This design comes from an exercise in tuning for small area, a short achievable clock period and few clock cycles per item on the open sky130 flow, not from production work.
The RTL was checked by simulation tests, not by an equivalence proof against the original design.
Power and IR drop assume default switching activity.

==> inputs of run a <==
// battery_voltage_average_soc_lookup
module battery_voltage_average_soc_lookup #(
  parameter int unsigned TABLE_ENTRIES = 100
) (
  input  wire logic        clk_i,
  input  wire logic        rst_ni,
  input  wire logic        in_valid_i,
  output      logic        in_stall_o,
  input  wire logic        cmd_i,
  input  wire logic [22:0] sample_uv_i,
  input  wire logic [6:0]  entry_index_i,
  input  wire logic [15:0] entry_mv_i,
  output      logic        out_valid_o,
  input  wire logic        out_stall_i,
  output      logic [15:0] long_avg_mv_o,
  output      logic        long_done_o,
  output      logic [15:0] short_avg_mv_o,
  output      logic        short_done_o,
  output      logic [10:0] soc_x16_o,
  output      logic        init_seen_o,
  input  wire logic        cfg_valid_i,
  output      logic        cfg_ready_o,
  input  wire logic [1:0]  cfg_index_i,
  input  wire logic [3:0]  cfg_data_i
);
make LEC_CHECK=0 ABC_AREA=1 CAP_MARGIN=20 CORE_MARGIN=2 CORE_UTILIZATION=40 CTS_CLUSTER_DIAMETER=110 CTS_CLUSTER_SIZE=22 PLACE_DENSITY=0.45 SETUP_SLACK_MARGIN=4.6 SLEW_MARGIN=20 finish   # period 8.0 ns
run.sh (not shown) runs the stock make flow with config.mk's settings and CLKGATE_MAP_FILE= SYNTH_SCRIPT=/design/flow/synth_recipe.tcl, a recipe that flattens the netlist after the stock synthesis.
==> run b: changes against run a <==
--- a/flow/config.mk
+++ b/flow/config.mk
@@ -11,6 +11,4 @@
 export CORE_UTILIZATION = 40
-export CTS_CLUSTER_DIAMETER = 110
-export CTS_CLUSTER_SIZE = 22
 export PLACE_DENSITY = 0.45
-export SETUP_SLACK_MARGIN = 4.6
+export SETUP_SLACK_MARGIN = 5
 export SLEW_MARGIN = 20
==> comparison <==
- Hold slack is about the same in run b and run a.
- In run a the final area is smaller than in run b, by about 6%.
- Against run a, the count of clock-buffer cells in the layout of run b is higher by 118.
- Between run a and run b, the lower via count is in run a (gap 3.1%, measured against run b).
- In run a the utilization is lower than in run b, by 3.0 points.
Testbench counts of run a, summed over its fixed seeds: cycles 9,384, items 9,216.
Testbench counts of run b, summed over its fixed seeds: cycles 9,384, items 9,216.

========
==> run C <==
Starting RTL as in the previous note.
==> flow/config.mk <==
export PLATFORM = sky130hd
export DESIGN_NAME = battery_voltage_average_soc_lookup
export DESIGN_NICKNAME = battery_voltage_average_soc_lookup
export VERILOG_FILES = /design/flow/design.v
export SDC_FILE = /design/flow/constraint.sdc
export NUM_CORES = 4
export LEC_CHECK = 0
export ABC_AREA = 1
export CAP_MARGIN = 20
export CORE_MARGIN = 2
export CORE_UTILIZATION = 40
export CTS_CLUSTER_DIAMETER = 110
export CTS_CLUSTER_SIZE = 22
export PLACE_DENSITY = 0.45
export SETUP_SLACK_MARGIN = 5
export SLEW_MARGIN = 20
export TNS_END_PERCENT = 10
==> flow/constraint.sdc <==
create_clock -name core_clock -period 8.0 [get_ports {clk_i}]
set_input_delay 1.6000 -clock core_clock [delete_from_list [all_inputs] [get_ports {clk_i}]]
set_output_delay 1.6000 -clock core_clock [all_outputs]
set_load 0.01 [all_outputs]
==> run Z: changes against run C <==
--- a/flow/design.v
+++ b/flow/design.v
@@ -52,12 +52,13 @@
   logic        v2_q, w2_q, ld2_q, sd2_q, lt0_2_q, gt99_2_q;
   logic [13:0] a2_q, l2_q;
   logic [2:0]  b2_q;
   logic        v3_q, w3_q, ld3_q, sd3_q, lt0_3_q, gt99_3_q;
   logic [13:0] a3_q, l3_q;
   logic [4:0]  b3_q;
+  logic [31:0] d3_q;
   logic [13:0] t0_q;
   logic [13:0] t99_q;
   logic [13:0] t49_q;
   logic [13:0] t24_q;
   logic [13:0] t74_q;
   logic [13:0] t12_q;
@@ -205,12 +206,15 @@
   end
   always_ff @(posedge clk_i) begin
     if (en_i) begin
       a3_q <= a2_q;
       l3_q <= l2_q;
       b3_q <= b2[4:0];
+      for (int i = 0; i < 32; i++) begin
+        d3_q[i] <= (b2[2:0] == 3'(i % 8)) & (b2[4:3] == 2'(i / 8));
+      end
       lt0_3_q  <= lt0_2_q;
       gt99_3_q <= gt99_2_q;
     end
   end
   logic [13:0] t1_q;
   logic [13:0] t4_q;
@@ -353,13 +357,13 @@
       endcase
     end
   end
   logic [6:0] b3;
   assign b3[4:0] = b3_q;
   logic [31:0] d3;   
-  assign d3 = 32'd1 << b3_q;
+  assign d3 = d3_q;
   logic c5;
   assign c5 = greater(a3_q, ({14{d3[0]}} & t1_q) | ({14{d3[16]}} & t4_q) | ({14{d3[8]}} & t7_q) | ({14{d3[24]}} & t10_q) | ({14{d3[4]}} & t13_q) | ({14{d3[20]}} & t16_q) | ({14{d3[12]}} & t19_q) | ({14{d3[28]}} & t22_q) | ({14{d3[2]}} & t25_q) | ({14{d3[18]}} & t28_q) | ({14{d3[10]}} & t31_q) | ({14{d3[26]}} & t34_q) | ({14{d3[6]}} & t37_q) | ({14{d3[22]}} & t40_q) | ({14{d3[14]}} & t43_q) | ({14{d3[30]}} & t47_q) | ({14{d3[1]}} & t50_q) | ({14{d3[17]}} & t53_q) | ({14{d3[9]}} & t56_q) | ({14{d3[25]}} & t59_q) | ({14{d3[5]}} & t62_q) | ({14{d3[21]}} & t65_q) | ({14{d3[13]}} & t68_q) | ({14{d3[29]}} & t72_q) | ({14{d3[3]}} & t75_q) | ({14{d3[19]}} & t78_q) | ({14{d3[11]}} & t81_q) | ({14{d3[27]}} & t84_q) | ({14{d3[7]}} & t87_q) | ({14{d3[23]}} & t90_q) | ({14{d3[15]}} & t93_q) | ({14{d3[31]}} & t97_q));
   assign b3[5] = c5;
   logic c6_0;
   assign c6_0 = greater(a3_q, ({14{d3[30]}} & t46_q) | ({14{d3[29]}} & t71_q) | ({14{d3[31]}} & t96_q));
   logic c6_1;
Settings changed: TNS_END_PERCENT 10 to not set.
==> results.sh <==
export IMPL_status="finished clean"
export IMPL_ys_types=73
export IMPL_final_util_pct=46.5
export IMPL_synth_adder_area_share_pct=4.28
export IMPL_n_fill_cell=19605
export IMPL_max_slew_margin_pct=19.2
export IMPL_power_w=0.0439
export IMPL_synthArstFlopShare_pct=5.23
export IMPL_synth_xor_area_share_pct=1.20
export IMPL_p_seq_share_pct=34.6
export IMPL_placed_area_mm2=0.0903
export IMPL_rrSetupSlack_ns=4.94
export IMPL_worst_pin_slew_ns=1.21
[end of results for run Z]
==> results.sh <==
export IMPL_status="finished clean"
export IMPL_power_w=0.0440
export IMPL_placed_area_mm2=0.0898
export IMPL_synth_adder_area_share_pct=4.35
export IMPL_ys_types=67
export IMPL_worst_pin_slew_ns=1.11
export IMPL_synthArstFlopShare_pct=5.32
export IMPL_rrSetupSlack_ns=4.58
export IMPL_synth_cells=7690
export IMPL_n_fill_cell=19572
export IMPL_synth_xor_area_share_pct=1.23
export IMPL_max_slew_margin_pct=25.9
[end of results for run C]
Testbench counts of run C, summed over its fixed seeds: cycles 9,384, items 9,216.
Testbench counts of run Z, summed over its fixed seeds: cycles 9,384, items 9,216.

========
==> 04-07: inputs <==
battery_voltage_average_soc_lookup with an RTL version that a note above also has.
export LEC_CHECK = 0
export ABC_AREA = 1
export CAP_MARGIN = 20
export CORE_MARGIN = 2
export CORE_UTILIZATION = 40
export CTS_CLUSTER_DIAMETER = 110
export CTS_CLUSTER_SIZE = 22
export PLACE_DENSITY = 0.45
export SETUP_SLACK_MARGIN = 5
export SLEW_MARGIN = 20
export TNS_END_PERCENT = 10
create_clock -name core_clock -period 8.0 [get_ports {clk_i}]
==> 06-06: changes against 04-07 <==
SETUP_SLACK_MARGIN = 4.6   (was 5)
==> 04-05: changes against 04-07 <==
SETUP_SLACK_MARGIN = 4.8   (was 5)
==> notes.md <==
|  | 04-07 | 06-06 | 04-05 |
|---|---|---|---|
| Status | complete, no violations | complete, no violations | complete, no violations |
| Multi-input logic cell count | 4943 | 4944 | 4944 |
| Pin count of the biggest net entering global routing | 131 | 144 | 73 |
| Nature of the critical path endpoint | output port | register | output port |
| Proportion of power drawn by the clock network | 0.134 | 0.140 | 0.137 |
| First-pass iteration count of the detailed router | 5 | 8 | 8 |
| Wire length on met3 | 22470 um | 16320 um | 17960 um |
| Cells resized by post-CTS repair | 212 | 87 | 142 |
| Post-layout util | 0.4574 | 0.4433 | 0.4481 |
| Post-layout minimum cycle time | 3155 ps | 3447 ps | 3408 ps |
| Cells on worst reg2reg path | 10 | 17 | 14 |
| Pre-CTS worst setup slack | 2780 ps | 2601 ps | 2601 ps |
| Worst setup path end | short_done_o | u_back.u_search.d3_q[7] | soc_x16_o[10] |
| Area fraction of clock buffers and clock inverters | 0.02911 | 0.02954 | 0.02922 |
| Tcrit/Tclk final | 0.3944 | 0.4308 | 0.4259 |
| Fraction of standard cell area in multi-input logic | 0.2770 | 0.2742 | 0.2749 |
| Worst-path cell with the longest stage delay | dfrtp_4 | edfxtp_1 | clkdlybuf4s50_1 |
| Buffer and inverter count on the worst path | 1 | 3 | 1 |
| Proportion of power drawn by combinational gates | 0.505 | 0.481 | 0.493 |
| Total power per unit cell area | 439.6 nW/um2 | 425.4 nW/um2 | 430.9 nW/um2 |
| Number of clock buffers in the layout | 144 | 150 | 150 |
| Footprint of the flip-flops and latches | 56380 um2 | 56360 um2 | 56360 um2 |
| Crit-path max cell delay | 590 ps | 580 ps | 670 ps |
| Final net count | 8387 | 8228 | 8277 |
Testbench counts of 04-07, summed over its fixed seeds: cycles 9,384, items 9,216.
Testbench counts of 06-06, summed over its fixed seeds: cycles 9,384, items 9,216.
Testbench counts of 04-05, summed over its fixed seeds: cycles 9,384, items 9,216.

========
==> inputs of 11-26 <==
Starting RTL as in the previous note.
## battery_voltage_average_soc_lookup
module battery_voltage_average_soc_lookup #(
  parameter int unsigned TABLE_ENTRIES = 100
) (
  input  wire logic        clk_i,
  input  wire logic        rst_ni,
  input  wire logic        in_valid_i,
  output      logic        in_stall_o,
  input  wire logic        cmd_i,
  input  wire logic [22:0] sample_uv_i,
  input  wire logic [6:0]  entry_index_i,
  input  wire logic [15:0] entry_mv_i,
  output      logic        out_valid_o,
  input  wire logic        out_stall_i,
  output      logic [15:0] long_avg_mv_o,
  output      logic        long_done_o,
  output      logic [15:0] short_avg_mv_o,
  output      logic        short_done_o,
  output      logic [10:0] soc_x16_o,
  output      logic        init_seen_o,
  input  wire logic        cfg_valid_i,
  output      logic        cfg_ready_o,
  input  wire logic [1:0]  cfg_index_i,
  input  wire logic [3:0]  cfg_data_i
);
Settings: LEC_CHECK=0, ABC_AREA=1, CAP_MARGIN=20, CORE_MARGIN=2, CORE_UTILIZATION=40, CTS_CLUSTER_DIAMETER=110, CTS_CLUSTER_SIZE=22, PLACE_DENSITY=0.45, SETUP_SLACK_MARGIN=5, SLEW_MARGIN=20, TNS_END_PERCENT=30; clock period 8.0 ns.
==> inputs of 07-17, as changes to 11-26 <==
--- a/flow/design.v
+++ b/flow/design.v
@@ -51,15 +51,14 @@
   endfunction
   logic        v2_q, w2_q, ld2_q, sd2_q, lt0_2_q, gt99_2_q;
   logic [13:0] a2_q, l2_q;
   logic [2:0]  b2_q;
   logic        v3_q, w3_q, ld3_q, sd3_q, lt0_3_q, gt99_3_q;
   logic [13:0] a3_q, l3_q;
   logic [4:0]  b3_q;
-  logic [31:0] d3_q;
   logic [13:0] t0_q;
   logic [13:0] t99_q;
   logic [13:0] t49_q;
   logic [13:0] t24_q;
   logic [13:0] t74_q;
   logic [13:0] t12_q;
   logic [13:0] t36_q;
@@ -205,17 +204,14 @@
     end
   end
   always_ff @(posedge clk_i) begin
     if (en_i) begin
       a3_q <= a2_q;
       l3_q <= l2_q;
       b3_q <= b2[4:0];
-      for (int i = 0; i < 32; i++) begin
-        d3_q[i] <= (b2[2:0] == 3'(i % 8)) & (b2[4:3] == 2'(i / 8));
-      end
       lt0_3_q  <= lt0_2_q;
       gt99_3_q <= gt99_2_q;
     end
   end
   logic [13:0] t1_q;
   logic [13:0] t4_q;
   logic [13:0] t7_q;
@@ -356,15 +352,15 @@
         default: ;
       endcase
     end
   end
   logic [6:0] b3;
   assign b3[4:0] = b3_q;
   logic [31:0] d3;   
-  assign d3 = d3_q;
+  assign d3 = 32'd1 << b3_q;
   logic c5;
   assign c5 = greater(a3_q, ({14{d3[0]}} & t1_q) | ({14{d3[16]}} & t4_q) | ({14{d3[8]}} & t7_q) | ({14{d3[24]}} & t10_q) | ({14{d3[4]}} & t13_q) | ({14{d3[20]}} & t16_q) | ({14{d3[12]}} & t19_q) | ({14{d3[28]}} & t22_q) | ({14{d3[2]}} & t25_q) | ({14{d3[18]}} & t28_q) | ({14{d3[10]}} & t31_q) | ({14{d3[26]}} & t34_q) | ({14{d3[6]}} & t37_q) | ({14{d3[22]}} & t40_q) | ({14{d3[14]}} & t43_q) | ({14{d3[30]}} & t47_q) | ({14{d3[1]}} & t50_q) | ({14{d3[17]}} & t53_q) | ({14{d3[9]}} & t56_q) | ({14{d3[25]}} & t59_q) | ({14{d3[5]}} & t62_q) | ({14{d3[21]}} & t65_q) | ({14{d3[13]}} & t68_q) | ({14{d3[29]}} & t72_q) | ({14{d3[3]}} & t75_q) | ({14{d3[19]}} & t78_q) | ({14{d3[11]}} & t81_q) | ({14{d3[27]}} & t84_q) | ({14{d3[7]}} & t87_q) | ({14{d3[23]}} & t90_q) | ({14{d3[15]}} & t93_q) | ({14{d3[31]}} & t97_q));
   assign b3[5] = c5;
   logic c6_0;
   assign c6_0 = greater(a3_q, ({14{d3[30]}} & t46_q) | ({14{d3[29]}} & t71_q) | ({14{d3[31]}} & t96_q));
   logic c6_1;
   assign c6_1 = greater(a3_q, ({14{d3[0]}} & t2_q) | ({14{d3[16]}} & t5_q) | ({14{d3[8]}} & t8_q) | ({14{d3[24]}} & t11_q) | ({14{d3[4]}} & t14_q) | ({14{d3[20]}} & t17_q) | ({14{d3[12]}} & t20_q) | ({14{d3[28]}} & t23_q) | ({14{d3[2]}} & t26_q) | ({14{d3[18]}} & t29_q) | ({14{d3[10]}} & t32_q) | ({14{d3[26]}} & t35_q) | ({14{d3[6]}} & t38_q) | ({14{d3[22]}} & t41_q) | ({14{d3[14]}} & t44_q) | ({14{d3[30]}} & t48_q) | ({14{d3[1]}} & t51_q) | ({14{d3[17]}} & t54_q) | ({14{d3[9]}} & t57_q) | ({14{d3[25]}} & t60_q) | ({14{d3[5]}} & t63_q) | ({14{d3[21]}} & t66_q) | ({14{d3[13]}} & t69_q) | ({14{d3[29]}} & t73_q) | ({14{d3[3]}} & t76_q) | ({14{d3[19]}} & t79_q) | ({14{d3[11]}} & t82_q) | ({14{d3[27]}} & t85_q) | ({14{d3[7]}} & t88_q) | ({14{d3[23]}} & t91_q) | ({14{d3[15]}} & t94_q) | ({14{d3[31]}} & t98_q));
TNS_END_PERCENT = unset   (was 30)
==> comparison <==
11-26 finished clean. 07-17 ran to the end with no violations. Of 11-26 and 07-17, 11-26 has the higher maximum frequency (gap about 8%, measured against 07-17). Cell count: 11-26 is smaller than 07-17 (1.1%). Between 07-17 and 11-26, the lower synthesized area is in 07-17 (gap about 0.9%, measured against 11-26). In 11-26 the cell area is lower than in 07-17, by about 3%. Against 11-26, the critical path depth of 07-17 is higher by 22. Sequential cell count: 07-17 is lower than 11-26 (32). Between 11-26 and 07-17, the lower register-to-register slack is in 07-17 (gap 320 ps). Against 11-26, the via count of 07-17 is higher by 2.2%. Of 07-17 and 11-26, 11-26 has the higher clock power (gap about 3%, measured against 11-26). Of 07-17 and 11-26, 07-17 has the higher power (gap 4.2%, measured against 11-26). In 07-17 the first-iteration DRC count is smaller than in 11-26, by 14%.
==> figures <==
| quantity | 11-26 | 07-17 |
|---|---|---|
| Slowest cell on the critical path | sky130_fd_sc_hd__dfrtp_4 | sky130_fd_sc_hd__edfxtp_1 |
| Initial antenna violation count | 10 | 7 |
| Number of violations reported at the end of detailed-routing iteration 0 | 6830 | 5880 |
| Vias/cell | 5.479 | 5.535 |
| Final Critical Period | 3172 ps | 3419 ps |
| Switch share | 43.95% | 43.71% |
| Effective utilization at floorplan | 40.22% | 40.31% |
| Comb_multi_in | 4943 | 4879 |
| Share of cell area taken by muxes after synthesis | 0.1056% | 0.1065% |
| Synthesized-area fraction occupied by ao, oa, aoi and oai cells | 7.579% | 7.485% |
| Status | finished clean | finished clean |
| Global placement routability congestion | 0.8798 | 0.9228 |
| Final core utilization | 46.24% | 48.15% |
| Aggregate routed wire length | 301.8 mm | 312.7 mm |
| Placed Instances | 10570 | 10520 |
| Total non-filler cell area in the finished layout | 98070 um2 | 101000 um2 |
| Clock distribution area overhead in the final layout | 2.880% | 2.680% |
| Met1 Usage GRT | 41.04% | 38.10% |
| Post-CTS setup buffers | 71 | 295 |
| Fraction of area in registers | 57.49% | 54.86% |
| Share of final layout cell area taken by non-clock buffers | 5.682% | 7.703% |
| Buffer count excluding the clock tree in the final layout | 590 | 769 |
| Largest net degree at the start of global routing | 131 | 69 |
Testbench counts of 11-26, summed over its fixed seeds: cycles 9,384, items 9,216.
Testbench counts of 07-17, summed over its fixed seeds: cycles 9,384, items 9,216.

[port drivers added, routing unchanged]
How much do the figures lean on ideal ports? The routed layouts below were timed once more, with nothing changed but the port constraints. Step 1, drivers: a clkbuf_16 drives clk_i and a buf_2 each remaining input, both assumed. Step 2 also shifts input and output timing later by t, the mid clock arrival at the registers, as if the neighbouring blocks saw the same clock. Slacks: ideal ports / drivers / drivers and shift; pairs: ideal ports / drivers.
run	t, ns	setup WS [ns]	latest minus earliest clock arrival (ns)	worst data-port slew with drivers (ns)
run a	0.857	4.531 / 4.531 / 3.945	0.055 / 0.056	0.08
run b	0.935	4.603 / 4.603 / 4.159	0.036 / 0.036	0.08
run C	0.859	4.575 / 4.575 / 3.980	0.053 / 0.053	0.09
run Z	0.865	4.945 / 4.900 / 4.261	0.038 / 0.038	0.08
04-07	0.869	4.845 / 4.762 / 4.209	0.045 / 0.044	0.05
06-06	0.868	4.553 / 4.502 / 4.073	0.061 / 0.062	0.10
04-05	0.867	4.592 / 4.498 / 3.994	0.057 / 0.057	0.10
11-26	0.869	4.828 / 4.745 / 4.168	0.045 / 0.044	0.06
07-17	0.865	4.581 / 4.581 / 4.212	0.055 / 0.055	0.08
After both steps every run listed still meets setup and hold. For run Z, which loses most, drivers alone change the setup slack by -0.045 ns; drivers and shift together by -0.684 ns.
